From an optimization exercise on the open Yosys and OpenROAD flow, aimed at small area, a short achievable clock period and few clock cycles per item; shortcuts taken in it are not production practice.
Function was checked by simulation only, so behaviour that the tests miss may differ from the original.

==> flow/design.v, too long to show whole: its modules and the start of the top module <==
// module triangle_setup: 2926 lines
module triangle_setup #(
  parameter int COORD_WIDTH   = 16,
  parameter int COEF_WIDTH    = 2*COORD_WIDTH+3,
  parameter int SCREEN_X_SIZE = 800,
  parameter int SCREEN_Y_SIZE = 600,
  parameter int CNT_WIDTH     = 16
) (
  input  logic                                    clk,
  input  logic                                    reset_n,
  input  logic                                    in_valid,
  output logic                                    in_ready,
  input  logic [2:0][1:0][COORD_WIDTH-1:0]        vertexes,
  input  logic [1:0]                              cull_mode,
  output logic                                    out_valid,
  input  logic                                    out_ready,
  output logic [2:0][COORD_WIDTH:0]               edge_a,
  output logic [2:0][COORD_WIDTH:0]               edge_b,
  output logic [2:0][COEF_WIDTH-1:0]              edge_c,
  output logic [COEF_WIDTH-1:0]                   area2,
  output logic [COORD_WIDTH-1:0]                  bbox_xmin,
  output logic [COORD_WIDTH-1:0]                  bbox_xmax,
  output logic [COORD_WIDTH-1:0]                  bbox_ymin,
  output logic [COORD_WIDTH-1:0]                  bbox_ymax,
  input  logic                                    stats_clr,
  output logic [CNT_WIDTH-1:0]                    cnt_in,
  output logic [CNT_WIDTH-1:0]                    cnt_out,
  output logic [CNT_WIDTH-1:0]                    cnt_culled,
  output logic                                    idle
);
  // ...
==> flow/flow/run.sh <==
#!/bin/bash
# The standard layout (standard.sh: standard synthesis, floorplan, place,
# CTS, route, finish), with one change: the buffers that placement puts on
# every input and output port are made from sky130_fd_sc_hd__buf_1 rather
# than the cell buffer_ports picks by default. Timing repair still resizes
# them as needed. The full make/OpenROAD/Yosys output goes to standard.log;
# ORFS's per-step logs stay under orfs/logs/.
set -euo pipefail
export BUFFER_PORTS_ARGS="-buffer_cell sky130_fd_sc_hd__buf_1"
bash standard.sh > standard.log 2>&1
==> flow/standard.sh <==
#!/bin/bash
# synth_recipe.tcl (not shown) runs the flow's synth.tcl, then flattens the netlist and writes it again
# the make line also repeats each setting of config.mk as NAME=value (left out here)
make -C /OpenROAD-flow-scripts/flow DESIGN_CONFIG=/design/flow/config.mk WORK_HOME=/design/flow/orfs CLKGATE_MAP_FILE= SYNTH_SCRIPT=/design/flow/synth_recipe.tcl "${@:-finish}"
==> flow/config.mk <==
export PLATFORM = sky130hd
export DESIGN_NAME = triangle_setup
export DESIGN_NICKNAME = triangle_setup
export VERILOG_FILES = /design/flow/design.v
export SDC_FILE = /design/flow/constraint.sdc
export NUM_CORES = 4
export LEC_CHECK = 0
export ABC_AREA = 1
export CAP_MARGIN = 20
export CORE_MARGIN = 2
export CORE_UTILIZATION = 60
export SETUP_SLACK_MARGIN = 4.0
export SLEW_MARGIN = 20
==> flow/constraint.sdc <==
create_clock -name core_clock -period 8.5 [get_ports {clk}]
set_input_delay 1.7000 -clock core_clock [delete_from_list [all_inputs] [get_ports {clk}]]
set_output_delay 1.7000 -clock core_clock [all_outputs]
set_load 0.01 [all_outputs]
==> results.ini, run 1 <==
[layout]
inv_count=1394
biggestCellCategory=multi-input combinational cells
largest_register_ffs=279
area_growth_pct=11.4
multi_input_area_um2=49700
fillers=10600
clkCellAreaFrac=0.0366
clkbuf_count=112
register_area_um2=24500

[timing]
setup_tns_ns=0

[clocking]
cts_buffer_depth=3
cts.htree.levels=3
tritoncts=yes

[synthesis]
ys.flop_type=edfxtp_1
netlist_area_um2=80100
ys_seq_area_frac=0.306
yosys.area_share.simple=0.0924
synth_xor_area_frac=0.140
synth_compound_area_frac=0.111

[detailed_routing]
viasPerCell=6.45
first_iter_violations=10200
vias=68700
antenna_left=0
drc=0
highest_layer=met5

[status]
outcome=complete, no violations

[critical_path]
critPathLaunch=c_q[64]
required_ns=6.80
critPathMaxFanout=4
r2r_start=x_q[42]

[worst_hold_path]
worst_hold_startpoint=cm1_q[0]

[floorplanning]
io-pin-count=460
die_h_um=369
rows=134

[global_route]
grt_max_degree=177
grt_busiest_layer=met2

[placement]
dp_hpwl_mm=222

Testbench counts, summed over its fixed seeds: cycles 24,032, items 24,000.
==> run 2, diff against run 1 <==
--- a/flow/config.mk
+++ b/flow/config.mk
@@ -10,3 +10,3 @@
 export CORE_MARGIN = 2
-export CORE_UTILIZATION = 60
+export CORE_UTILIZATION = 45
 export SETUP_SLACK_MARGIN = 4.0
==> run 2 against run 1 <==
Against the previous run:
- still clean on timing, DRC and antenna
- die area is 33% higher
- count of clock-buffer cells in the layout shrank 3
- non-clock buffer count up 4
- critical path type is now reg2reg
==> results.ini, run 2 <==
[status]
outcome=complete, no violations  ; unchanged

[detailed_routing]
first_iter_violations=8441  ; was 10200
vias=67700  ; was 68700
finalWirelength_mm=334  ; was 312 mm
antenna_left=0  ; unchanged
drt-pass1-iter-count=9  ; was 14
drc=0  ; unchanged
viasPerCell=6.03  ; was 6.45
avgRoutedWirePerCell_um=29.7  ; was 29.3 µm

[clocking]
tritoncts=yes  ; unchanged
clk-insertion-delay-late_ns=0.78  ; was 0.76 ns
cts_buffer_depth=3  ; unchanged
clkTransAtPathRegs_ns=0.06  ; about the same
cts.htree.levels=3  ; unchanged
clock-sinks=824  ; unchanged
cts_buffers=99  ; was 96
cts_hold_buf=0  ; unchanged
root_buffer=clkbuf_16  ; unchanged

[critical_path]
critPathLaunch=ys_q[9]  ; was c_q[64]
rrSetupSlack_ns=3.93  ; was 3.99 ns
r2r_start=ys_q[9]  ; was x_q[42]
critPathCaptureType=register  ; was primary output
worst_r2r_path_depth=11  ; was 10
critPathLaunchType=register  ; unchanged
crit_type=reg2reg  ; was reg2out
critPathMaxFanout=17  ; was 4
reg2reg_to=cs_q[117]  ; was cs_q[210]
required_ns=8.97  ; was 6.80 ns
cp.arrival_ns=5.04  ; was 2.91 ns

[floorplanning]
die_h_um=426  ; was 369 µm
die_w_um=426  ; was 369 µm
die_area_um2=181000  ; was 136000 µm²
initial_core_util=0.454  ; was 0.603
coreArea_um2=176000  ; was 133000 µm²
rows=154  ; was 134
io-pin-count=460  ; unchanged

[synthesis]
ys_async_sr_fraction=0.0619  ; unchanged
ys_seq_elements=824  ; unchanged
post_synth_inst_count=8402  ; unchanged
synth_top_area_cell=edfxtp_1  ; unchanged
syn_avg_cell_area_um2=9.54  ; unchanged
synth_cell_types=57  ; unchanged
ys_seq_area_frac=0.306  ; unchanged
synth_top_cells_by_count=1371 x inv_1, 1156 x xor2_1, 840 x nand2_1  ; unchanged
synth_edf_count=773  ; unchanged
synth.most_common_cell=inv_1  ; unchanged
synth_top_area_frac=0.290  ; unchanged
yosysWarnings=1  ; unchanged
yosys-top-cells-area=edfxtp_1 29%, fa_1 20%, xor2_1 13%  ; unchanged
ys.flop_type=edfxtp_1  ; unchanged
netlist_area_um2=80100  ; unchanged

[placement]
port_buffers=432  ; unchanged
preCtsSetupSlack_ns=2.96  ; was 3.12 ns
gp_congestion=1.05  ; was 1.02
dp_hpwl_mm=243  ; was 222 mm

[timing]
skew_ns=0.0654  ; was 0.0434 ns
min_period_ns=4.57  ; was 4.61 ns
finalHoldViolCount=0  ; unchanged
period_share=0.538  ; was 0.542
rsz0062_at_grt=yes  ; unchanged
setup_violations=0  ; unchanged
drv_slew=0  ; unchanged
setup_tns_ns=0  ; unchanged
worst_slew_margin_rel=0.218  ; was 0.0912
worst_pin_slew_ns=1.17  ; was 1.36 ns
max_freq_ghz=0.219  ; was 0.217 GHz
setup_slack_ns=3.93  ; was 3.89 ns

[global_route]
grt_busiest_layer=met2  ; unchanged
grtUsageMet1=0.472  ; was 0.575
grt_use_met2=0.515  ; was 0.627
grt_pass1_vias=66500  ; was 68000
grtUsageMet3=0.112  ; was 0.194
grt_max_degree=165  ; was 177
grt_use_total=0.361  ; was 0.454
overflow=0  ; unchanged
grt_pass1_wl_mm=470  ; was 448 mm
antenna_found_initial=17  ; was 24

[worst_hold_path]
worst_hold_startpoint=cm1_q[0]  ; unchanged
whs_endpoint=cm2_q[0]  ; unchanged
worstHoldPathType=reg2reg  ; unchanged
hold_depth=0  ; unchanged

[layout]
area_growth_pct=12.9  ; was 11.4%
top_register=cs_q  ; unchanged
final_common_cell=inv_1  ; unchanged
drive_above_1_share=0.108  ; was 0.0963
top_regs=cs_q: 279 flops, c_q: 96 flops  ; unchanged
fin_nets=10100  ; was 10000
largest_register_ffs=279  ; unchanged
final_cell_mix=1284 x inv_1, 1148 x xor2_1, 802 x nand2_1  ; was 1303 x inv_1, 1147 x xor2_1, 807 x nand2_1

[job]
maxCapViolCount=0  ; unchanged

run 2: logic make-up (layout without fill, tap and decap cells):
logic type | Yosys count | in the layout | synth area share
xor+xnor | 1285 | 1285 | 0.140
flops | 824 | 824 | 0.306
mux | 27 | 27 | 0.00379
fa+ha+maj | 1162 | 1162 | 0.256
buf+inv | 1867 | 2305 | 0.0907
simple gates | 1721 | 1725 | 0.0924
other cells | 1 | 43 | 0.0000468
compound gates | 1515 | 1515 | 0.111
run 2: area by class of cell:
type / instances / area (µm²)
antenna: 16 / 40.0
clock buffer: 109 / 2510
clock inverter: 73 / 963
fill: 16400 / 86000
inverter: 1391 / 5370
multi-input combinational: 5741 / 49900
sequential: 824 / 24500
tap: 2340 / 2930
timing repair buffer: 730 / 4270
timing repair inverter: 2 / 15.0
run 2: what timing repair did:
action | in CTS | in global routing
setup endpoints to repair | 254 | 257
cloned | 2 | 5
setup buffers | 57 | 86
pin swaps | 31 | 118
gates resized for setup | 236 | 408
run 2: worst max-delay path, stage by stage (launching register included):
cell	delay, ns
edfxtp_1	0.32
buf_4	0.43
clkinvlp_4	0.19
buf_4	0.21
xor2_1	0.76
ha_1	0.36
inv_1	0.08
fa_1	0.42
fa_1	0.50
inv_1	0.05
fa_1	0.50
fa_1	0.42
run 2: through the flow:
step                      hold slack [ns]  utilization  area [µm²]  std cells
after CTS                           0.423        0.502       88500      11100
final                               0.419        0.513       90500      11200
after global routing                0.433        0.513       90500      11200
after floorplan                     0.400            -       80200       8428
after detailed placement            0.409        0.476       83900      10900
after global placement              0.412        0.476       83900      10900
run 2: layer usage:
layer / part of all wire / vias to the layer above
li1: - / 28500
met1: 0.39 / 33600
met2: 0.41 / 4460
met3: 0.12 / 1140
met4: 0.078 / 4
met5: 0.00012 / -
run 2: worst max-delay path by stage:
stage                      end  slack [ns]  cells past startpoint
floorplan             in_ready        2.07                      2
global placement     xmax_q[5]        3.00                     27
detailed placement   xmax_q[6]        2.96                     27
CTS                 edge_c[30]        3.83                      7
global route        edge_c[32]        3.78                     12
finish               cs_q[117]        3.93                     11

## afterwards: timing with drivers on the ports
The flow's constraints put no driver on any port. The routed layouts listed below were extracted and timed again, unchanged, in two steps. Step 1 assumes that a clkbuf_16 drives the clock port and a buf_2 every other input. Step 2, shift: input delay + t, output delay - t, t = (earliest + latest rising clock arrival at the registers) / 2. This alone moves slack from input paths to output paths. Three values: ideal, step 1, step 2; two values: the first two.
run	shift t [ns]	setup WS [ns]	worst hold slack (ns)	worst data-port slew with drivers (ns)
run 1	0.830	3.893 / 3.800 / 3.870	0.417 / 0.417 / 0.417	0.14
run 2	0.837	3.930 / 3.896 / 3.930	0.419 / 0.419 / 0.419	0.15
After both steps setup and hold are still met in every run listed. The setup slack of run 1, which loses most, moves by -0.093 ns with the drivers and by -0.023 ns with both steps.
